This is an optimization exercise on Yosys and OpenROAD, whose aim is small area, not a production implementation.
Only simulation tests tie the RTL to the original design; equivalence was not proved.
Power figures rest on the tool's default switching activity, not on a simulated workload. The clock port is modelled as an ideal driver; clocking choices that lean on that would not hold on a real chip.

## flow/flow/run.sh

```bash
#!/bin/bash
# Standard layout with small port buffers, one tie cell for all constant outputs and a
# clock tree without dummy loads.
set -euo pipefail
export BUFFER_PORTS_ARGS="-buffer_cell sky130_fd_sc_hd__buf_1"
export CTS_ARGS="-sink_clustering_enable -repair_clock_nets -dont_use_dummy_load -buf_list {sky130_fd_sc_hd__clkbuf_8 sky130_fd_sc_hd__clkbuf_16} -sink_clustering_size 18 -sink_clustering_max_diameter 60"
export SKIP_REPAIR_TIE_FANOUT=1
bash standard.sh > make_flow.log 2>&1
```

## flow/standard.sh

```bash
#!/bin/bash
# synth_recipe.tcl (not shown) runs the flow's synth.tcl, then flattens the netlist and writes it again
# the make line also repeats each setting of config.mk as NAME=value (left out here)
make -C /OpenROAD-flow-scripts/flow DESIGN_CONFIG=/design/flow/config.mk WORK_HOME=/design/flow/orfs CLKGATE_MAP_FILE= SYNTH_SCRIPT=/design/flow/synth_recipe.tcl "${@:-finish}"
```

## flow/config.mk

```make
export PLATFORM = sky130hd
export DESIGN_NAME = rv_decode_top
export DESIGN_NICKNAME = rv_decode_top
export VERILOG_FILES = /design/flow/design.v
export SDC_FILE = /design/flow/constraint.sdc
export NUM_CORES = 4
export LEC_CHECK = 0
export ABC_CLOCK_PERIOD_IN_PS = 2500
export CAP_MARGIN = 20
export CORE_MARGIN = 2
export CORE_UTILIZATION = 75
export SLEW_MARGIN = 20
```

## flow/constraint.sdc

```tcl
create_clock -name core_clock -period 4.0 [get_ports {clk}]
set_input_delay 0.8000 -clock core_clock [delete_from_list [all_inputs] [get_ports {clk}]]
set_output_delay 0.8000 -clock core_clock [all_outputs]
set_load 0.01 [all_outputs]
```

## flow/design.v

```verilog
`timescale 1ns/1ps
`default_nettype none
package rv_decode_pkg;
	typedef struct packed {
		logic [32-1:0] inst;
		logic [64-1:0] pc;
		logic [64-1:0] rs1;
		logic [64-1:0] rs2;
	} fetch_pkt_t;
	typedef enum logic [3:0] {
		ALU_PASS    = 4'd0,      
		ALU_ADD     = 4'd1,
		ALU_SUB     = 4'd2,
		ALU_AND     = 4'd3,
		ALU_OR      = 4'd4,
		ALU_XOR     = 4'd5,
		ALU_SLT     = 4'd6,
		ALU_SLL     = 4'd7,
		ALU_SRL     = 4'd8,
		ALU_SRA     = 4'd9,
		ALU_COMPARE = 4'd10      
	} alu_op_e;
	typedef enum logic [2:0] {
		BR_NONE = 3'd0,
		BR_EQ   = 3'd1,
		BR_NE   = 3'd2,
		BR_LT   = 3'd3,
		BR_GE   = 3'd4
	} br_cond_e;
	typedef enum logic [2:0] {
		SRC_ZERO = 3'd0,
		SRC_RS1  = 3'd1,
		SRC_RS2  = 3'd2,
		SRC_PC   = 3'd3,
		SRC_IMM  = 3'd4,     
		SRC_LINK = 3'd5
	} opnd_src_e;
	typedef struct packed {
		fetch_pkt_t          pkt;
		alu_op_e             alu_op;
		br_cond_e            br_cond;
		logic                jump;
		opnd_src_e           ds1_src;
		opnd_src_e           ds2_src;
		opnd_src_e           as1_src;
		logic [64-1:0]    data_imm;    
		logic [64-1:0]    addr_imm;    
		logic                shamt_imm_sel;
		logic [6-1:0] shamt_imm;
		logic [3:0]          size;
		logic                is_unsigned;
		logic                word_op;
		logic                load;
		logic                store;
		logic                gpr_write;
		logic [5-1:0] rd;
		logic                illegal;
	} id_entry_t;
	typedef struct packed {
		logic [64-1:0]    pc;
		alu_op_e             alu_op;
		br_cond_e            br_cond;
		logic                jump;
		logic [64-1:0]    ds1;
		logic [64-1:0]    ds2;
		logic [64-1:0]    as1;
		logic [64-1:0]    as2;
		logic [6-1:0] shamt;
		logic [3:0]          size;
		logic                is_unsigned;
		logic                word_op;
		logic                load;
		logic                store;
		logic                gpr_write;
		logic [5-1:0] rd;
		logic                illegal;
		logic [64-1:0]    trap_value;
	} ex_uop_t;
endpackage
`default_nettype wire
`timescale 1ns/1ps
`default_nettype none
module inst_legal (
	input  wire [32-1:0] inst_i,
	output logic            legal_o
);
	logic [6:0] opcode;
	logic [2:0] f3;
	logic f7z, f7s, f6z, f6s;
	assign opcode = inst_i[6:0];
	assign f3     = inst_i[14:12];
	assign f7z    = (inst_i[31:25] == 7'h00);
	assign f7s    = (inst_i[31:25] == 7'h20);
	assign f6z    = (inst_i[31:26] == 6'h00);
	assign f6s    = (inst_i[31:26] == 6'h10);
	always_comb begin
		case (opcode)
			7'b0110111, 7'b0010111, 7'b1101111: legal_o = 1'b1;
			7'b1100111:   legal_o = (f3 == 3'd0);
			7'b1100011: legal_o = (f3[2:1] != 2'b01);
			7'b0000011:   legal_o = (f3 != 3'd7);
			7'b0100011:  legal_o = !f3[2];
			7'b0010011:    legal_o = (f3 == 3'd1) ? f6z : (f3 == 3'd5) ? (f6z || f6s) : 1'b1;
			7'b0011011:  legal_o = (f3 == 3'd0) || ((f3 == 3'd1) && f7z) ||
				((f3 == 3'd5) && (f7z || f7s));
			7'b0110011:    legal_o = f7z || (f7s && ((f3 == 3'd0) || (f3 == 3'd5)));
			7'b0111011:  legal_o = (((f3 == 3'd0) || (f3 == 3'd5)) && (f7z || f7s)) ||
				((f3 == 3'd1) && f7z);
			default:     legal_o = 1'b0;
		endcase
	end
endmodule
module inst_classifier (
	input  wire [223:0]  pkt_i,
	input  wire          legal_i,
	output logic [412:0] uop_o
);
	rv_decode_pkg::fetch_pkt_t pkt;
	rv_decode_pkg::ex_uop_t    u;
	logic [32-1:0] inst;
	logic [64-1:0] pc, rs1, rs2;
	logic [6:0] opcode;
	logic [2:0] f3;
	logic c_lui, c_auipc, c_jal, c_jalr, c_br, c_ld, c_st, c_imm, c_imm32, c_reg, c_reg32;
	logic v_lui, v_auipc, v_jal, v_jalr, v_br, v_ld, v_st, v_imm, v_imm32, v_reg, v_reg32;
	logic legal, v_ldst, v_w32, v_opi, v_op;
	logic [64-1:0] imm_i, imm_s, imm_b, imm_u, imm_j;
	logic [3:0] alu_fn;
	logic [2:0] br_fn;
	assign pkt    = pkt_i;
	assign inst   = pkt.inst;
	assign pc     = pkt.pc;
	assign rs1    = pkt.rs1;
	assign rs2    = pkt.rs2;
	assign opcode = inst[6:0];
	assign f3     = inst[14:12];
	assign c_lui   = (opcode == 7'b0110111);
	assign c_auipc = (opcode == 7'b0010111);
	assign c_jal   = (opcode == 7'b1101111);
	assign c_jalr  = (opcode == 7'b1100111);
	assign c_br    = (opcode == 7'b1100011);
	assign c_ld    = (opcode == 7'b0000011);
	assign c_st    = (opcode == 7'b0100011);
	assign c_imm   = (opcode == 7'b0010011);
	assign c_imm32 = (opcode == 7'b0011011);
	assign c_reg   = (opcode == 7'b0110011);
	assign c_reg32 = (opcode == 7'b0111011);
	assign legal   = legal_i;
	assign v_lui   = c_lui;
	assign v_auipc = c_auipc;
	assign v_jal   = c_jal;
	assign v_jalr  = c_jalr && legal;
	assign v_br    = c_br && legal;
	assign v_ld    = c_ld && legal;
	assign v_st    = c_st && legal;
	assign v_imm   = c_imm && legal;
	assign v_imm32 = c_imm32 && legal;
	assign v_reg   = c_reg && legal;
	assign v_reg32 = c_reg32 && legal;
	assign v_ldst = v_ld || v_st;
	assign v_w32  = v_imm32 || v_reg32;
	assign v_opi  = v_imm || v_imm32;
	assign v_op   = v_opi || v_reg || v_reg32;
	assign imm_i = {{(64-12){inst[31]}}, inst[31:20]};
	assign imm_s = {{(64-12){inst[31]}}, inst[31:25], inst[11:7]};
	assign imm_b = {{(64-13){inst[31]}}, inst[31], inst[7], inst[30:25], inst[11:8], 1'b0};
	assign imm_u = {{(64-32){inst[31]}}, inst[31:12], 12'b0};
	assign imm_j = {{(64-21){inst[31]}}, inst[31], inst[19:12], inst[20], inst[30:21], 1'b0};
	always_comb begin
		case (f3)
			3'd0:    alu_fn = ((c_reg || c_reg32) && inst[30]) ? 4'd2 : 4'd1;
			3'd1:    alu_fn = 4'd7;
			3'd2:    alu_fn = 4'd6;
			3'd3:    alu_fn = 4'd6;
			3'd4:    alu_fn = 4'd5;
			3'd5:    alu_fn = inst[30] ? 4'd9 : 4'd8;
			3'd6:    alu_fn = 4'd4;
			default: alu_fn = 4'd3;
		endcase
		case (f3)
			3'd0:       br_fn = 3'd1;
			3'd1:       br_fn = 3'd2;
			3'd4, 3'd6: br_fn = 3'd3;
			default:    br_fn = 3'd4;
		endcase
	end
	always_comb begin
		u = '0;
		u.pc          = pc;
		u.rd          = inst[11:7];
		u.illegal     = !legal;
		u.trap_value  = {32'd0, inst & {32{!legal}}};
		u.gpr_write   = legal && !v_br && !v_st;
		u.word_op     = v_w32;
		u.load        = v_ld;
		u.store       = v_st;
		u.jump        = v_jal || v_jalr;
		u.size[0]     = v_ldst && (f3[1:0] == 2'd0);
		u.size[1]     = v_ldst && (f3[1:0] == 2'd1);
		u.size[2]     = !legal || v_w32 || (v_ldst && (f3[1:0] == 2'd2));
		u.size[3]     = (legal && !v_ldst && !v_w32) || (v_ldst && (f3[1:0] == 2'd3));
		u.is_unsigned = ((v_imm || v_reg) && (f3 == 3'd3)) ||
			(v_br && f3[2] && f3[1]) || (v_ld && f3[2]);
		if (v_opi && (f3[1:0] == 2'b01))
			u.shamt = {inst[25] && !c_imm32, inst[24:20]};
		else
			u.shamt = rs2[6-1:0] & {6{legal}};
		u.ds1 = ({64{v_lui}} & imm_u) |
			({64{v_auipc || v_jal || v_jalr}} & pc) |
			({64{v_br || v_op}} & rs1);
		u.ds2 = ({64{v_reg || v_reg32 || v_br || v_st}} & rs2) |
			({64{v_opi}} & imm_i) |
			({64{v_auipc}} & imm_u) |
			({64{v_jal || v_jalr}} & 64'(4));
		u.as1 = ({64{v_br || v_jal}} & pc) |
			({64{legal && !c_br && !c_jal}} & rs1);
		u.as2 = ({64{v_br}} & imm_b) |
			({64{v_jal}} & imm_j) |
			({64{v_st}} & imm_s) |
			({64{v_jalr || v_ld}} & imm_i);
		u.alu_op = rv_decode_pkg::alu_op_e'(({4{v_auipc || v_jal || v_jalr}} & 4'd1) |
			({4{v_br}} & 4'd10) |
			({4{v_op}} & alu_fn));
		u.br_cond = rv_decode_pkg::br_cond_e'({3{v_br}} & br_fn);
	end
	assign uop_o = u;
endmodule
`default_nettype wire
`timescale 1ns/1ps
`default_nettype none
module decode_fifo #(
	parameter int  WIDTH   = 1,
	parameter int  DEPTH   = 4
) (
	input  wire              clk,
	input  wire              rst,
	input  wire              push_i,
	input  wire [WIDTH-1:0]  data_i,
	input  wire              pop_i,
	output logic [WIDTH-1:0] data_o,
	output logic             not_empty_o,
	output logic [WIDTH-1:0] next_o,      
	output logic             load_o
);
	logic [WIDTH-1:0] mem [DEPTH];
	logic [DEPTH-1:0] vld;
	logic [DEPTH-1:0] rdy;       
	always_comb begin
		rdy[0] = !vld[0] || pop_i;
		for (int k = 1; k < DEPTH; k++)
			rdy[k] = !vld[k] || rdy[k-1];
	end
	assign data_o      = mem[0];
	assign not_empty_o = vld[0];
	assign next_o      = (DEPTH > 1) ? mem[1] : data_i;
	assign load_o      = rdy[0];
	always_ff @(posedge clk) begin
		for (int k = 0; k < DEPTH - 1; k++)
			if (rdy[k])
				mem[k] <= mem[k+1];
		if (rdy[DEPTH-1])
			mem[DEPTH-1] <= data_i;
	end
	always_ff @(posedge clk) begin
		if (rst) begin
			vld <= '0;
		end else begin
			for (int k = 0; k < DEPTH - 1; k++)
				if (rdy[k])
					vld[k] <= vld[k+1];
			if (rdy[DEPTH-1])
				vld[DEPTH-1] <= push_i;
		end
	end
endmodule
`default_nettype wire
`timescale 1ns/1ps
`default_nettype none
module operand_issue (
	input  wire   clk,
	input  wire   rst,
	input  wire   avail_i,
	output logic  pop_o,
	input  wire   credit_i
);
	logic [1:0] credit_cnt;
	assign pop_o = avail_i && (credit_cnt != 2'd0);
	always_ff @(posedge clk) begin
		if (rst)
			credit_cnt <= 2'(2);
		else
			credit_cnt <= credit_cnt - 2'(pop_o) + 2'(credit_i);
	end
endmodule
`default_nettype wire
`timescale 1ns/1ps
`default_nettype none
module rv_decode_top (
	input  wire             clk,
	input  wire             rst,
	input  wire [223:0]     fetch_i,       
	input  wire             fetch_valid_i,
	output wire             in_credit_o,
	output wire [412:0]     uop_o,         
	output wire             uop_valid_o,
	input  wire             ex_credit_i
);
	logic [223:0] head_pkt;
	logic         head_avail;
	logic         issue_pop;
	logic [223:0] next_pkt;
	logic         head_load;
	logic         next_legal;
	logic         head_legal;
	decode_fifo #(
		.WIDTH   (224),
		.DEPTH   (4)
	) decode_fifo_i (
		.clk         (clk),
		.rst         (rst),
		.push_i      (fetch_valid_i),
		.data_i      (fetch_i),
		.pop_i       (issue_pop),
		.data_o      (head_pkt),
		.not_empty_o (head_avail),
		.next_o      (next_pkt),
		.load_o      (head_load)
	);
	inst_legal inst_legal_i (
		.inst_i  (next_pkt[223:192]),
		.legal_o (next_legal)
	);
	always_ff @(posedge clk) begin
		if (head_load)
			head_legal <= next_legal;
	end
	operand_issue operand_issue_i (
		.clk      (clk),
		.rst      (rst),
		.avail_i  (head_avail),
		.pop_o    (issue_pop),
		.credit_i (ex_credit_i)
	);
	inst_classifier inst_classifier_i (
		.pkt_i   (head_pkt),
		.legal_i (head_legal),
		.uop_o   (uop_o)
	);
	assign uop_valid_o = issue_pop;
	assign in_credit_o = issue_pop;
endmodule
`default_nettype wire
```

==> out/qor.yml, run 1 <==
route:
  num_vias: 16786
  vias_per_cell: 6.47
  wire_per_inst_microns: 29.6
  wirelength_mm: 76.8
  drcViolationCount: 0
  dr.pass1.iters: 5
  drtAntennaViolNets: 0
  drt-initial-drc-count: 2337
cts:
  clk_latency_ns: 0.62
  cts.reportedPaths.clkPinSlew_ns: 0.08
  cts_tree: "yes"
  cts_inserted_buffers: 56
  numClockSinks: 903
  clockBufferDepth: 3
  cts-root-buf: "clkbuf_16"
  htreeDepth: 2
yosys:
  yosysTopAreaCellShare_pct: 84.8
  ys_types: 59
  ys_seq_area_share_pct: 85.2
  synth_edf_count: 897
  ys_seq_elements: 903
  synth.top_cells.by_area: "edfxtp_1, buf_4, a22o_1"
  ys_warn_count: 6
  ys.flop_type: "edfxtp_1"
  netlist_area_sq_um: 31800
  syn_inst: 1539
  synth_fp_nets: 1769
  synth_area_per_cell_sq_um: 20.6
  synth.largest_area_cell: "edfxtp_1"
  async_reset_ff_share_pct: 0
worst_hold_path:
  holdCritStartpoint: "fetch_i[26]"
  worstHoldEndpoint: "decode_fifo_i.mem[3][26]$_DFFE_PP_"
  holdPathStages: 1
  hp-class: "primary input to flip-flop"
final_layout:
  area_growth_syn_to_layout_pct: 10.9
  final_area_sq_um: 35200
  fill_cells: 1786
  final_cell_mix: "edfxtp_1, buf_1, a22o_1, a21o_1, clkbuf_16"
  nets: 2262
  seqCellArea_sq_um: 27100
  layoutNonFillerInstCount: 2596
  final_common_cell: "edfxtp_1"
  multiInputGateArea_sq_um: 3300
  drive_gt1_share_pct: 5.71
critical_path:
  worstRegToRegCells: 3
  worstPathRequired_ns: 3.20
  critPathMaxFanout: 58
  r2r_slack_ns: 1.28
  r2r_start: "decode_fifo_i.vld[0]$_SDFFE_PP0P_"
  crit_path_end_kind: "primary output"
  path_class: "flip-flop to primary output"
  arrival_ns: 3.12
  rr_endpoint: "decode_fifo_i.mem[0][122]$_DFFE_PP_"
  cp-start-kind: "flip-flop"
place:
  place_inst: 2505
  gp_congestion: 1.01
  dpl.hpwl_mm: 46.5
  dp_slack_ns: 0.520
  placed_area_sq_um: 33600
  port_buffers: 610
global_route:
  antenna_found_initial: 27
  grt_max_degree: 161
  grt.overflow.total: 0
  grt_util_all_layers_pct: 33.3
  grt_pass1_vias: 15768
  grt_pass1_wl_mm: 104
timing:
  hold_slack_ns: 0.336
  max_slew.worst_pin.slew_ns: 0.969
  max_slew_margin_pct: 35.4
  maxSlewViolCount: 0
  final-hold-violation-count: 0
  setup_viol: 0
  skew_ns: 0.0468
  fin_crit_ns: 3.92
  fmax_mhz: 255
  min_period_over_period_pct: 98.0
  layout_setup_ws_ns: 0.0786
power_and_ir_drop:
  leakage_nw: 12.9
  vdd_ir_drop_max_mv: 0.455
  power_density_nw_per_um2: 479
floorplan:
  die_area_sq_um: 44000
  start_util_pct: 75.9
  rows: 75
  io_pins: 643
  fp.coreArea_sq_um: 41900
  fp.dieH_microns: 210
  fp.dieW_microns: 210
job:
  maxCapViolations: 0
outcome:
  status: "no timing/DRC/antenna violations"
-- cell usage after synthesis (2+ instances only) --
cell type,count
a211oi_4,2
a21boi_0,6
a21o_1,64
a21oi_1,11
a221o_1,54
a22o_1,111
and3b_1,2
buf_2,31
buf_4,151
buf_6,7
clkbuf_1,17
dfxtp_1,6
edfxtp_1,897
ha_1,2
inv_1,15
nand2_1,16
nand2b_1,5
nand3_1,18
nand3b_1,2
nand4_1,5
nand4b_1,2
nor2_1,21
nor2_2,4
nor2b_1,32
nor3_1,9
nor3_4,2
nor3b_1,3
nor4_1,4
o21ai_0,7
or3_1,2
or3b_2,2
xor2_1,2
-- cell families after synthesis --
kind of cell | Yosys count | synth area share, %
XOR/XNOR | 3 | 0.0828
buffers and inverters | 221 | 4.69
multiplexers | 1 | 0.0355
AO/OA/AOI/OAI | 269 | 7.20
other | 1 | 0.0118
flip-flops | 903 | 85.2
AND/OR/NAND/NOR | 139 | 2.70
adder cells (fa/ha/maj) | 2 | 0.0788
-- critical path: stages, from the launching register on --
cell      delay [ns]
edfxtp_1        0.56
inv_1           0.29
nor3_4          0.14
a211oi_4        0.55
buf_8           0.39
a22o_1          0.25
buf_1           0.20
-- area by class of cell --
class,count,share of cell area [%]
clock buffers,56,3.98
inverters,15,0.195
repair buffers,640,7.49
multi-input cells,416,9.37
well taps,539,1.92
flip-flops and latches,903,76.9
diodes,27,0.192
-- sequential cells by signal, summed over array words and instances, names as in the netlist --
name                        count
decode_fifo_i.vld               4
decode_fifo_i.mem             896
head_legal                      1
operand_issue_i.credit_cnt      2
-- layer usage --
metal	routed length [microns]	vias up	share of wire (%)	track usage (%)
met3	7800	236	10	6.72
met4	4360	10	5.7	18.6
met5	69	-	0.090	0
li1	-	6930	-	-
met1	25300	8265	33	41.8
met2	39300	1345	51	55.4
-- report_power, final --
group / internal, mW / leakage, nW / switching [mW] / total [mW]
sequential: 10.9 / 9.55 / 0.302 / 11.2
clock: 2.47 / 0.690 / 2.82 / 5.29
combinational: 0.151 / 2.66 / 0.242 / 0.392
-- stage by stage --
| stage | utilization (%) | power [mW] | TNS (ns) |
|---|---|---|---|
| finish | 84.1 | 16.9 | 0 |
| global route | 84.1 | 17.2 | -0.0216 |
| CTS | 83.7 | 16.8 | 0 |
| detailed placement | 80.4 | 11.7 | 0 |
| global placement | 80.4 | 11.7 | 0 |
| floorplan | - | 11.5 | -2880.83 |
-- worst max path at each step --
stage                                             end                                      from  cells after the start  slack (ns)
floorplan           decode_fifo_i.mem[3][0]$_DFFE_PP_  operand_issue_i.credit_cnt[0]$_SDFF_PP0_                      2       -5.49
global placement                           uop_o[202]       decode_fifo_i.mem[0][195]$_DFFE_PP_                      6        0.71
detailed placement                         uop_o[192]       decode_fifo_i.mem[0][195]$_DFFE_PP_                      6        0.52
CTS                                        uop_o[188]       decode_fifo_i.mem[0][195]$_DFFE_PP_                      6        0.06
global route                               uop_o[188]       decode_fifo_i.mem[0][195]$_DFFE_PP_                      6       -0.02
finish                                     uop_o[189]       decode_fifo_i.mem[0][195]$_DFFE_PP_                      6        0.08
-- timing repair --
action / in CTS / in global routing
cloned: 0 / 1
gates resized for setup: 1 / 4
buffers inserted: 0 / 7
setup endpoints to repair: 58 / 72
hold endpoints to repair: 0 / 0
pin swaps: 0 / 3
hold buffers: 0 / 0
==> inputs of run 2 (changes only) <==
==> flow/flow/run.sh (replaced) <==
#!/bin/bash
# Standard layout with small port buffers, one tie cell for all constant outputs and a
# clock tree without dummy loads.
set -euo pipefail
export BUFFER_PORTS_ARGS="-buffer_cell sky130_fd_sc_hd__buf_1"
export CTS_ARGS="-sink_clustering_enable -repair_clock_nets -dont_use_dummy_load -buf_list sky130_fd_sc_hd__clkbuf_16 -sink_clustering_size 24 -sink_clustering_max_diameter 60"
export SKIP_REPAIR_TIE_FANOUT=1
bash standard.sh > make_flow.log 2>&1
==> run 2 against run 1 <==
Compared with the run above: still clean; non-clock buffer count unchanged; sequential power is essentially flat; cell count fell by 0.35%; setup slack gained 0.022 ns; clock skew rose by 0.0055 ns; register-to-register slack gained 0.11 ns; via count shrank 2.8%; combinational power barely moved; clock power shrank 11%.
==> out/qor.yml, run 2 <==
yosys:
  synth.largest_area_cell: "edfxtp_1"  # unchanged
  syn_inst: 1539  # unchanged
  synth.top_cells.by_area: "edfxtp_1, buf_4, a22o_1"  # unchanged
  ys_types: 59  # unchanged
  synth_area_per_cell_sq_um: 20.6  # unchanged
  yosysTopAreaCellShare_pct: 84.8  # unchanged
  netlist_area_sq_um: 31800  # unchanged
  ys.flop_type: "edfxtp_1"  # unchanged
  ys_warn_count: 6  # unchanged
  ys_seq_area_share_pct: 85.2  # unchanged
  ys_seq_elements: 903  # unchanged
  synth_fp_nets: 1769  # unchanged
  synth_edf_count: 897  # unchanged
  synthTopCellsByCount: "edfxtp_1, buf_4, a22o_1"  # unchanged
  yosysMostFrequentCell: "edfxtp_1"  # unchanged
  async_reset_ff_share_pct: 0  # unchanged
route:
  num_vias: 16323  # was 16.8k
  wirelength_mm: 73.5  # was 76.8 mm
  dr.pass1.iters: 5  # unchanged
  vias_per_cell: 6.31  # was 6.47
  drcViolationCount: 0  # unchanged
  wire_per_inst_microns: 28.4  # was 29.6 microns
  drtAntennaViolNets: 0  # unchanged
  drt-initial-drc-count: 1985  # was 2337
floorplan:
  die_area_sq_um: 44000  # unchanged
  fp.coreArea_sq_um: 41900  # unchanged
  fp.dieW_microns: 210  # unchanged
  fp.dieH_microns: 210  # unchanged
  io_pins: 643  # unchanged
  start_util_pct: 75.9  # unchanged
  rows: 75  # unchanged
cts:
  cts_tree: "yes"  # unchanged
  htreeDepth: 2  # unchanged
  cts_hold_buf: 0  # unchanged
  cts_inserted_buffers: 47  # was 56
  cts.reportedPaths.clkPinSlew_ns: 0.09  # was 0.08 ns
  cts-root-buf: "clkbuf_16"  # unchanged
  numClockSinks: 903  # unchanged
  clockBufferDepth: 3  # unchanged
  clk_latency_ns: 0.61  # was 0.62 ns
final_layout:
  nets: 2253  # was 2262
  regMostFlops: "decode_fifo_i.mem"  # unchanged
  area_growth_syn_to_layout_pct: 10.2  # was 10.9%
  postLayoutCoreUtil_pct: 83.6  # was 84.1%
  final_common_cell: "edfxtp_1"  # unchanged
  largest_reg_flops: 896  # unchanged
  final_area_sq_um: 35000  # was 35200 sq um
  drive_gt1_share_pct: 5.29  # was 5.71%
  layoutNonFillerInstCount: 2587  # was 2596
  fill_cells: 1839  # was 1786
  final_cell_mix: "edfxtp_1, buf_1, a22o_1, a21o_1, a221o_1"  # was edfxtp_1, buf_1, a22o_1, a21o_1, clkbuf_16
  largest_registers: "decode_fifo_i.mem (896), decode_fifo_i.vld (4), operand_issue_i.credit_cnt (2)"  # unchanged
global_route:
  grt_max_degree: 161  # unchanged
  grt_pass1_vias: 15481  # was 15.8k
  grt_pass1_wl_mm: 102  # was 104 mm
  grt.overflow.total: 0  # unchanged
  grt_util_all_layers_pct: 32.8  # was 33.3%
  antenna_found_initial: 27  # unchanged
worst_hold_path:
  hp-class: "primary input to flip-flop"  # unchanged
job:
  maxCapViolations: 0  # unchanged
critical_path:
  critPathMaxFanout: 58  # unchanged
  crit_path_end_kind: "primary output"  # unchanged
  path_class: "flip-flop to primary output"  # unchanged
  arrival_ns: 3.10  # was 3.12 ns
  cp-start-kind: "flip-flop"  # unchanged
  r2r_slack_ns: 1.39  # was 1.28 ns
  worstPathRequired_ns: 3.20  # about the same
timing:
  min_period_over_period_pct: 97.5  # was 98.0%
  max_slew_margin_pct: 36.6  # was 35.4%
  rsz0062_at_grt: "no"
  skew_ns: 0.0522  # was 0.0468 ns
  fmax_mhz: 256  # was 255 MHz
  maxSlewViolCount: 0  # unchanged
  final-hold-violation-count: 0  # unchanged
  max_slew.worst_pin.slew_ns: 0.951  # was 0.969 ns
  hold_slack_ns: 0.355  # was 0.336 ns
  fin_crit_ns: 3.90  # was 3.92 ns
  setup_viol: 0  # unchanged
outcome:
  status: "no timing/DRC/antenna violations"  # unchanged
place:
  port_buffers: 610  # unchanged
  placed_area_sq_um: 33600  # unchanged
  gp_congestion: 1.01  # unchanged
  place_inst: 2505  # unchanged
  dpl.hpwl_mm: 46.5  # unchanged
power_and_ir_drop:
  power_density_nw_per_um2: 465  # was 479 nW/um^2
  vdd_ir_drop_max_mv: 0.615  # was 0.455 mV
  leakage_nw: 12.8  # was 12.9 nW
-- run 2: stage by stage --
stage	total power, mW	TNS (ns)	worst slack, ns
finish	16.3	0	0.100
detailed placement	11.7	0	0.520
global placement	11.7	0	0.712
global route	16.7	0	0.0312
CTS	16.3	0	0.0672
floorplan	11.5	-2880.83	-5.49
-- run 2: kinds of logic (layout without fill, tap and decap cells) --
logic type      count (synthesis)  count (layout)  share of synthesized area [%]
mux                             1               1                         0.0355
flops                         903             903                           85.2
compound gates                269             269                           7.20
simple gates                  139             140                           2.70
buf+inv                       221             702                           4.69
xor+xnor                        3               3                         0.0828
other cells                     1              28                         0.0118
fa+ha+maj                       2               2                         0.0788
-- run 2: critical path, cell delays in order, from the launching register on --
cell and delay (ns):
edfxtp_1 0.58, or3b_1 0.63, o32ai_4 0.38, buf_12 0.32
a221o_1 0.31, buf_1 0.17
-- run 2: repair_timing --
action | CTS | global route
gates cloned | 0 | 1
pin swaps | 0 | 1
endpoints found under the hold margin | 0 | 0
setup buffers | 0 | 7
endpoints found under the setup margin | 58 | 47
gates resized for setup | 1 | 4
-- run 2: final timing paths --
path	depth (start not counted)	from	end
hold reg to reg	0	decode_fifo_i.mem[2][41]$_DFFE_PP_	decode_fifo_i.mem[1][41]$_DFFE_PP_
hold / removal	1	fetch_i[172]	decode_fifo_i.mem[3][172]$_DFFE_PP_
setup / recovery	5	decode_fifo_i.mem[0][197]$_DFFE_PP_	uop_o[310]
setup reg to reg	3	decode_fifo_i.vld[0]$_SDFFE_PP0P_	decode_fifo_i.mem[0][128]$_DFFE_PP_
-- run 2: per-layer routing --
| metal | wire, microns | part of all wire [%] | up-vias | global-route usage (%) |
|---|---|---|---|---|
| met4 | 3520 | 4.8 | 6 | 16.3 |
| li1 | - | - | 6909 | - |
| met3 | 7410 | 10 | 206 | 6.81 |
| met2 | 37300 | 51 | 1181 | 54.7 |
| met1 | 25100 | 34 | 8021 | 41.9 |
| met5 | 41 | 0.056 | - | 0 |
-- run 2: area by class of cell --
type | count | area, sq um | share of cell area, %
well taps | 539 | 674 | 1.93
inverters | 15 | 68.8 | 0.197
clock buffers | 47 | 1180 | 3.36
diodes | 27 | 67.6 | 0.193
multi-input cells | 416 | 3300 | 9.43
flip-flops and latches | 903 | 27100 | 77.3
repair buffers | 640 | 2640 | 7.54
-- run 2: where the power goes --
part           internal, mW  total (mW)  switching, mW  leakage (nW)
Sequential             10.9        11.2          0.283          9.55
Combinational         0.150       0.393          0.243          2.66
Clock                  2.09        4.72           2.63         0.579
==> inputs of run 3 (changes only) <==
==> flow/flow/run.sh (replaced) <==
#!/bin/bash
# Standard layout with small port buffers, one tie cell for all constant outputs and a
# clock tree without dummy loads.
set -euo pipefail
export BUFFER_PORTS_ARGS="-buffer_cell sky130_fd_sc_hd__buf_1"
export CTS_ARGS="-sink_clustering_enable -repair_clock_nets -dont_use_dummy_load -buf_list sky130_fd_sc_hd__clkbuf_16 -sink_clustering_size 34 -sink_clustering_max_diameter 80"
export SKIP_REPAIR_TIE_FANOUT=1
bash standard.sh > make_flow.log 2>&1
--- a/flow/config.mk
+++ b/flow/config.mk
@@ -9,4 +9,5 @@
 export CAP_MARGIN = 20
 export CORE_MARGIN = 2
 export CORE_UTILIZATION = 75
+export SETUP_SLACK_MARGIN = 0.1
 export SLEW_MARGIN = 20
==> run 3 against run 2 <==
Compared with the run above: still clean on timing, DRC and antenna; via count shrank 0.70%; sequential share of layout area grew 0.66 points; clock skew grew 0.026 ns; cell area shrank 0.85%; worst hold slack gained 0.0027 ns; register-to-register slack lost 0.12 ns; total power shrank 4.4%; non-clock buffer count grew 8; core utilization shrank 0.71 points.
==> out/qor.yml, run 3 <==
route:
  drcViolationCount: 0  # unchanged
  dr.pass1.iters: 5  # unchanged
  wire_per_inst_microns: 27.3  # was 28.4 microns
  drtAntennaViolNets: 0  # unchanged
  num_vias: 16208  # was 16.3k
  wirelength_mm: 70.2  # was 73.5 mm
  drt-initial-drc-count: 2063  # was 1985
  vias_per_cell: 6.30  # was 6.31
timing:
  final-hold-violation-count: 0  # unchanged
  skew_ns: 0.0778  # was 0.0522 ns
  max_slew.worst_pin.slew_ns: 0.946  # was 0.951 ns
  rsz0062_at_grt: "no"  # unchanged
  hold_slack_ns: 0.357  # was 0.355 ns
  setup_viol: 0  # unchanged
  max_slew_margin_pct: 36.4  # was 36.6%
  maxSlewViolCount: 0  # unchanged
  layout_setup_ws_ns: 0.226  # was 0.100 ns
  fin_crit_ns: 3.77  # was 3.90 ns
  fmax_mhz: 265  # was 256 MHz
  min_period_over_period_pct: 94.3  # was 97.5%
yosys:
  synth.largest_area_cell: "edfxtp_1"  # unchanged
  yosysMostFrequentCell: "edfxtp_1"  # unchanged
  synth_fp_nets: 1769  # unchanged
  yosysTopAreaCellShare_pct: 84.8  # unchanged
  synth_area_per_cell_sq_um: 20.6  # unchanged
  ys.flop_type: "edfxtp_1"  # unchanged
  synth_edf_count: 897  # unchanged
  async_reset_ff_share_pct: 0  # unchanged
  synthTopCellsByCount: "edfxtp_1, buf_4, a22o_1"  # unchanged
  ys_seq_area_share_pct: 85.2  # unchanged
  ys_warn_count: 6  # unchanged
  ys_seq_elements: 903  # unchanged
  netlist_area_sq_um: 31800  # unchanged
  synth.top_cells.by_area: "edfxtp_1, buf_4, a22o_1"  # unchanged
  syn_inst: 1539  # unchanged
  ys_types: 59  # unchanged
place:
  dp_slack_ns: 0.520  # unchanged
  port_buffers: 610  # unchanged
  gp_congestion: 1.01  # unchanged
  placed_area_sq_um: 33600  # unchanged
  dpl.hpwl_mm: 46.5  # unchanged
critical_path:
  cp-start-kind: "flip-flop"  # unchanged
  cp-endpoint: "uop_o[310]"  # unchanged
  critPathMaxFanout: 58  # unchanged
  crit_start: "decode_fifo_i.mem[0][197]$_DFFE_PP_"  # unchanged
  rr_endpoint: "decode_fifo_i.mem[0][192]$_DFFE_PP_"  # was decode_fifo_i.mem[0][128]$_DFFE_PP_
  r2r_slack_ns: 1.27  # was 1.39 ns
  arrival_ns: 2.97  # was 3.10 ns
  path_class: "flip-flop to primary output"  # unchanged
  crit_path_end_kind: "primary output"  # unchanged
  r2r_start: "decode_fifo_i.vld[0]$_SDFFE_PP0P_"  # unchanged
  worstPathRequired_ns: 3.20  # about the same
  worstRegToRegCells: 3  # unchanged
cts:
  cts_hold_buf: 0  # unchanged
  clk_latency_ns: 0.60  # was 0.61 ns
  clockBufferDepth: 3  # unchanged
  cts_tree: "yes"  # unchanged
  cts.reportedPaths.clkPinSlew_ns: 0.11  # was 0.09 ns
  cts-root-buf: "clkbuf_16"  # unchanged
  cts_inserted_buffers: 34  # was 47
  numClockSinks: 903  # unchanged
  htreeDepth: 2  # unchanged
floorplan:
  die_area_sq_um: 44000  # unchanged
  fp.dieW_microns: 210  # unchanged
  start_util_pct: 75.9  # unchanged
  fp.coreArea_sq_um: 41900  # unchanged
  fp.dieH_microns: 210  # unchanged
  io_pins: 643  # unchanged
  rows: 75  # unchanged
job:
  maxCapViolations: 0  # unchanged
power_and_ir_drop:
  internal_power_mw: 12.6  # was 13.1 mW
  vdd_ir_drop_max_mv: 0.513  # was 0.615 mV
  power_density_nw_per_um2: 449  # was 465 nW/um^2
  switchingPower_mw: 2.98  # was 3.15 mW
  p_sw_share_pct: 19.2  # was 19.4%
  power_frac_seq_pct: 71.7  # was 68.6%
  combPwrFrac_pct: 2.5  # was 2.4%
  p_clk_share_pct: 25.8  # was 29.0%
  power_mw: 15.6  # was 16.3 mW
  leakage_nw: 12.7  # was 12.8 nW
global_route:
  grt_util_all_layers_pct: 31.3  # was 32.8%
  grt_pass1_wl_mm: 97.8  # was 102 mm
  grt.overflow.total: 0  # unchanged
  antenna_found_initial: 22  # was 27
  grt_max_degree: 161  # unchanged
  grt_pass1_vias: 15219  # was 15.5k
final_layout:
  final_common_cell: "edfxtp_1"  # unchanged
  largest_registers: "decode_fifo_i.mem (896), decode_fifo_i.vld (4), operand_issue_i.credit_cnt (2)"  # unchanged
  final_cell_mix: "edfxtp_1, buf_1, a22o_1, a21o_1, a221o_1"  # unchanged
  drive_gt1_share_pct: 5.06  # was 5.29%
  final_area_sq_um: 34700  # was 35000 sq um
  largest_reg_flops: 896  # unchanged
  area_growth_syn_to_layout_pct: 9.24  # was 10.2%
  regMostFlops: "decode_fifo_i.mem"  # unchanged
  nets: 2248  # was 2253
worst_hold_path:
  hp-class: "primary input to flip-flop"  # unchanged
outcome:
  status: "no timing/DRC/antenna violations"  # unchanged
## run 3: cell count changes in the layout (fill, tap and decap cells not counted), sizes merged
cell and change:
clkbuf -13, buf +8, diode -8
## run 3: stage by stage
stage	TNS (ns)	utilization, %	cells
final	0	82.9	2574
after global routing	0	82.8	2570
after CTS	0	82.4	2539
after detailed placement	0	80.4	2505
after global placement	0	80.4	2505
after floorplan	-2880.83	-	1539
## run 3: power by group through the flow
stage	Clock, mW	Sequential, mW	Combinational (mW)
2_1_floorplan	0	11.2	0.281
3_3_place_gp	0	11.3	0.368
3_5_place_dp	0	11.4	0.377
4_1_cts	4.08	11.2	0.382
5_1_grt	4.32	11.2	0.419
6_report	4.01	11.2	0.393
## run 3: critical path, cell delays in order, from the launching register on
cell and delay, ns:
edfxtp_1 0.60, or3b_1 0.63, o32ai_4 0.32, buf_12 0.31, a221o_1 0.28, buf_1 0.17
## run 3: metal layers
layer	up-vias	routed length [microns]	global-route usage (%)
met5	-	80	0
met4	10	3350	16.0
met3	201	7160	6.49
met2	1204	35400	51.8
met1	7909	24200	40.3
li1	6884	-	-
## run 3: cell type report
type                            count  area, sq um
Multi-Input combinational cell    416         3300
Fill cell                        1928         7170
Sequential cell                   903        27100
Inverter                           15         68.8
Timing Repair Buffer              648         2690
Antenna cell                       19         47.5
Tap cell                          539          674
Clock buffer                       34          851
## run 3: cells by family after synthesis
logic type | synth area share (%)
simple gates | 2.70
flops | 85.2
compound gates | 7.20
other cells | 0.0118
mux | 0.0355
buf+inv | 4.69
xor+xnor | 0.0828
fa+ha+maj | 0.0788
## run 3: how the worst min path moves through the flow
| stage | from | slack (ns) | cells past startpoint | end |
|---|---|---|---|---|
| 6_report | fetch_i[121] | 0.36 | 1 | decode_fifo_i.mem[3][121]$_DFFE_PP_ |
| 5_1_grt | fetch_i[121] | 0.34 | 1 | decode_fifo_i.mem[3][121]$_DFFE_PP_ |
| 4_1_cts | fetch_i[181] | 0.33 | 1 | decode_fifo_i.mem[3][181]$_DFFE_PP_ |
| 3_5_place_dp | decode_fifo_i.mem[1][123]$_DFFE_PP_ | 0.40 | 0 | decode_fifo_i.mem[0][123]$_DFFE_PP_ |
| 3_3_place_gp | decode_fifo_i.mem[3][157]$_DFFE_PP_ | 0.40 | 0 | decode_fifo_i.mem[2][157]$_DFFE_PP_ |
| 2_1_floorplan | decode_fifo_i.mem[1][0]$_DFFE_PP_ | 0.40 | 0 | decode_fifo_i.mem[0][0]$_DFFE_PP_ |
## run 3: timing repair
item	in CTS	in global routing
pin swaps	0	3
resized for setup	1	4
setup buffers	0	15
cloned	0	1
setup endpoints to repair	58	102
==> inputs of run 4 (changes only) <==
==> flow/flow/run.sh (replaced) <==
#!/bin/bash
# Standard layout with small port buffers, one tie cell for all constant outputs and a
# clock tree without dummy loads.
set -euo pipefail
export BUFFER_PORTS_ARGS="-buffer_cell sky130_fd_sc_hd__buf_1"
export CTS_ARGS="-sink_clustering_enable -repair_clock_nets -dont_use_dummy_load -buf_list sky130_fd_sc_hd__clkbuf_16 -sink_clustering_size 30 -sink_clustering_max_diameter 80"
export SKIP_REPAIR_TIE_FANOUT=1
bash standard.sh > make_flow.log 2>&1
==> run 4 against run 3 <==
Compared with the run above: still clean; area after synthesis stayed put; cell area increased by 0.13%; sequential share of layout area down 0.098 points; non-clock buffer count decreased by 6; core utilization up 0.10 points; cell count rose by 0.16%; setup slack worse by 0.048 ns; first-iteration DRC count is 4.8% higher; sequential power about the same; wire length up 3.0%; die area is the same; worst hold slack gained 0.026 ns; critical path type unchanged; critical endpoint is now uop_o[201].
==> out/qor.yml, run 4 <==
floorplan:
  io_pins: 643  # unchanged
  fp.dieW_microns: 210  # unchanged
  fp.dieH_microns: 210  # unchanged
  start_util_pct: 75.9  # unchanged
  rows: 75  # unchanged
  fp.coreArea_sq_um: 41900  # unchanged
  die_area_sq_um: 44000  # unchanged
critical_path:
  r2r_start: "decode_fifo_i.vld[0]$_SDFFE_PP0P_"  # unchanged
  r2r_slack_ns: 1.40  # was 1.27 ns
  crit_path_end_kind: "primary output"  # unchanged
  critPathMaxFanout: 58  # unchanged
  arrival_ns: 3.02  # was 2.97 ns
  cp-start-kind: "flip-flop"  # unchanged
  worstPathRequired_ns: 3.20  # about the same
  path_class: "flip-flop to primary output"  # unchanged
  worstRegToRegCells: 3  # unchanged
  rr_endpoint: "decode_fifo_i.mem[0][200]$_DFFE_PP_"  # was decode_fifo_i.mem[0][192]$_DFFE_PP_
power_and_ir_drop:
  internal_power_mw: 12.7  # was 12.6 mW
  combPwrFrac_pct: 2.5  # about the same
  switchingPower_mw: 3.04  # was 2.98 mW
  vdd_ir_drop_max_mv: 0.509  # was 0.513 mV
  power_frac_seq_pct: 71.1  # was 71.7%
  power_density_nw_per_um2: 452  # was 449 nW/um^2
  p_sw_share_pct: 19.4  # was 19.2%
  p_clk_share_pct: 26.4  # was 25.8%
  leakage_nw: 12.7  # about the same
route:
  wirelength_mm: 72.3  # was 70.2 mm
  drt-initial-drc-count: 2162  # was 2063
  vias_per_cell: 6.32  # was 6.30
  dr.pass1.iters: 5  # unchanged
  drcViolationCount: 0  # unchanged
  drtAntennaViolNets: 0  # unchanged
  num_vias: 16284  # was 16.2k
  wire_per_inst_microns: 28.0  # was 27.3 microns
final_layout:
  final_cell_mix: "edfxtp_1, buf_1, a22o_1, a21o_1, a221o_1"  # unchanged
  seqCellArea_sq_um: 27100  # unchanged
  largest_reg_flops: 896  # unchanged
  final_common_cell: "edfxtp_1"  # unchanged
  postLayoutCoreUtil_pct: 83.0  # was 82.9%
  largest_registers: "decode_fifo_i.mem (896), decode_fifo_i.vld (4), operand_issue_i.credit_cnt (2)"  # unchanged
  fill_cells: 1952  # was 1928
  layoutNonFillerInstCount: 2578  # was 2574
  drive_gt1_share_pct: 4.92  # was 5.06%
  regMostFlops: "decode_fifo_i.mem"  # unchanged
  nets: 2244  # was 2248
  final_area_sq_um: 34700  # about the same
  area_growth_syn_to_layout_pct: 9.37  # was 9.24%
  multiInputGateArea_sq_um: 3300  # about the same
yosys:
  ys_warn_count: 6  # unchanged
  ys_types: 59  # unchanged
  synth_edf_count: 897  # unchanged
  ys_seq_area_share_pct: 85.2  # unchanged
  netlist_area_sq_um: 31800  # unchanged
  yosysMostFrequentCell: "edfxtp_1"  # unchanged
  synthTopCellsByCount: "edfxtp_1, buf_4, a22o_1"  # unchanged
  syn_inst: 1539  # unchanged
  synth.largest_area_cell: "edfxtp_1"  # unchanged
  ys.flop_type: "edfxtp_1"  # unchanged
  yosysTopAreaCellShare_pct: 84.8  # unchanged
  synth.top_cells.by_area: "edfxtp_1, buf_4, a22o_1"  # unchanged
  synth_area_per_cell_sq_um: 20.6  # unchanged
  async_reset_ff_share_pct: 0  # unchanged
  synth_fp_nets: 1769  # unchanged
  ys_seq_elements: 903  # unchanged
cts:
  cts.reportedPaths.clkPinSlew_ns: 0.11  # about the same
  htreeDepth: 2  # unchanged
  cts-root-buf: "clkbuf_16"  # unchanged
  cts_hold_buf: 0  # unchanged
  clk_latency_ns: 0.57  # was 0.60 ns
  cts_inserted_buffers: 36  # was 34
  cts_tree: "yes"  # unchanged
  numClockSinks: 903  # unchanged
  clockBufferDepth: 3  # unchanged
job:
  maxCapViolations: 0  # unchanged
timing:
  fin_crit_ns: 3.82  # was 3.77 ns
  skew_ns: 0.0290  # was 0.0778 ns
  rsz0062_at_grt: "yes"  # was no
  fmax_mhz: 262  # was 265 MHz
  setup_viol: 0  # unchanged
  max_slew.worst_pin.slew_ns: 0.950  # was 0.946 ns
  hold_slack_ns: 0.383  # was 0.357 ns
  final-hold-violation-count: 0  # unchanged
  maxSlewViolCount: 0  # unchanged
  min_period_over_period_pct: 95.5  # was 94.3%
  setup_tns_ns: 0  # unchanged
  max_slew_margin_pct: 36.1  # was 36.4%
worst_hold_path:
  holdCritStartpoint: "fetch_i[30]"  # was fetch_i[121]
  holdPathStages: 1  # unchanged
  worstHoldEndpoint: "decode_fifo_i.mem[3][30]$_DFFE_PP_"  # was decode_fifo_i.mem[3][121]$_DFFE_PP_
  hp-class: "primary input to flip-flop"  # unchanged
place:
  gp_congestion: 1.01  # unchanged
  dpl.hpwl_mm: 46.5  # unchanged
  port_buffers: 610  # unchanged
  place_inst: 2505  # unchanged
  placed_area_sq_um: 33600  # unchanged
global_route:
  grt_pass1_wl_mm: 99.7  # was 97.8 mm
  grt_max_degree: 161  # unchanged
  antenna_found_initial: 27  # was 22
  grt_pass1_vias: 15432  # was 15.2k
  grt.overflow.total: 0  # unchanged
  grt_util_all_layers_pct: 32.0  # was 31.3%
outcome:
  status: "no timing/DRC/antenna violations"  # unchanged
-- run 4: what timing repair did --
| item | 4_1_cts | 5_1_grt |
|---|---|---|
| setup buffers | 0 | 8 |
| cloned | 0 | 1 |
| endpoints found under the setup margin | 58 | 104 |
| pin swaps | 0 | 3 |
| gates resized for setup | 1 | 5 |
-- run 4: cells by family after synthesis --
family | Yosys count | share of synthesized area, %
muxes | 1 | 0.0355
and+or+nand+nor | 139 | 2.70
xor gates and xnor gates | 3 | 0.0828
AOI/OAI and AO/OA | 269 | 7.20
buffers and inverters | 221 | 4.69
adders and majority gates | 2 | 0.0788
other | 1 | 0.0118
DFF | 903 | 85.2
-- run 4: layout make-up --
class                   count  share of cell area [%]
inverters                  15                   0.198
flip-flops and latches    903                    77.9
multi-input cells         416                    9.50
diodes                     27                   0.195
clock buffers              36                    2.59
repair buffers            642                    7.65
well taps                 539                    1.94
-- run 4: worst max-delay path by stage --
stage | start | to | slack, ns | depth (start not counted)
finish | decode_fifo_i.mem[0][195]$_DFFE_PP_ | uop_o[201] | 0.18 | 6
global route | decode_fifo_i.mem[0][195]$_DFFE_PP_ | uop_o[210] | 0.08 | 6
CTS | decode_fifo_i.mem[0][195]$_DFFE_PP_ | uop_o[200] | 0.13 | 6
detailed placement | decode_fifo_i.mem[0][195]$_DFFE_PP_ | uop_o[192] | 0.52 | 6
global placement | decode_fifo_i.mem[0][195]$_DFFE_PP_ | uop_o[202] | 0.71 | 6
floorplan | operand_issue_i.credit_cnt[0]$_SDFF_PP0_ | decode_fifo_i.mem[3][0]$_DFFE_PP_ | -5.49 | 2
-- run 4: per-stage QoR --
step                      total power, mW  setup WS, ns
after floorplan                      11.5         -5.49
after global placement               11.7         0.712
after detailed placement             11.7         0.520
after CTS                            15.7         0.130
after global routing                 16.1        0.0809
final                                15.7         0.178
-- run 4: critical path, stage by stage (launching register included) --
cell,delay [ns]
edfxtp_1,0.57
inv_1,0.29
nor3_4,0.15
a211oi_4,0.50
buf_8,0.39
a22o_1,0.24
buf_1,0.19
-- run 4: routing by layer --
metal	routed length [microns]	track usage (%)	vias up
met1	24600	40.9	7992
met5	56	0	-
li1	-	-	6876
met2	36800	53.7	1212
met3	7320	6.06	196
met4	3530	16.2	8
-- run 4: power by group through the flow --
| stage | Sequential [mW] | Clock (mW) | Combinational (mW) |
|---|---|---|---|
| after floorplan | 11.2 | 0 | 0.281 |
| after global placement | 11.3 | 0 | 0.368 |
| after detailed placement | 11.4 | 0 | 0.377 |
| after CTS | 11.2 | 4.19 | 0.385 |
| after global routing | 11.2 | 4.44 | 0.416 |
| final | 11.2 | 4.15 | 0.391 |

==> what the ideal ports hide <==
Ports are ideal in the flow. The routed layouts listed here were re-timed in OpenROAD.
Step 1, drivers: a clkbuf_16 drives clk and a buf_2 each remaining input, both assumed.
Step 2, shift: input delay + t, output delay - t, t = (earliest + latest rising clock arrival at the registers) / 2. This alone moves slack from input paths to output paths.
a / b / c = no drivers / after step 1 / after step 2; a / b = the first two.
| run | t, ns | slack for setup (ns) | clock arrival spread, ns | slew at the worst register clock pin (ns) |
|---|---|---|---|---|
| run 1 | 0.664 | 0.079 / 0.017 / 0.681 | 0.048 / 0.048 | 0.09 / 0.09 |
| run 2 | 0.641 | 0.100 / 0.040 / 0.681 | 0.056 / 0.056 | 0.10 / 0.10 |
| run 3 | 0.623 | 0.226 / 0.168 / 0.791 | 0.078 / 0.078 | 0.12 / 0.12 |
| run 4 | 0.621 | 0.178 / 0.118 / 0.739 | 0.039 / 0.039 | 0.11 / 0.11 |
After both steps setup and hold are still met in every run listed.
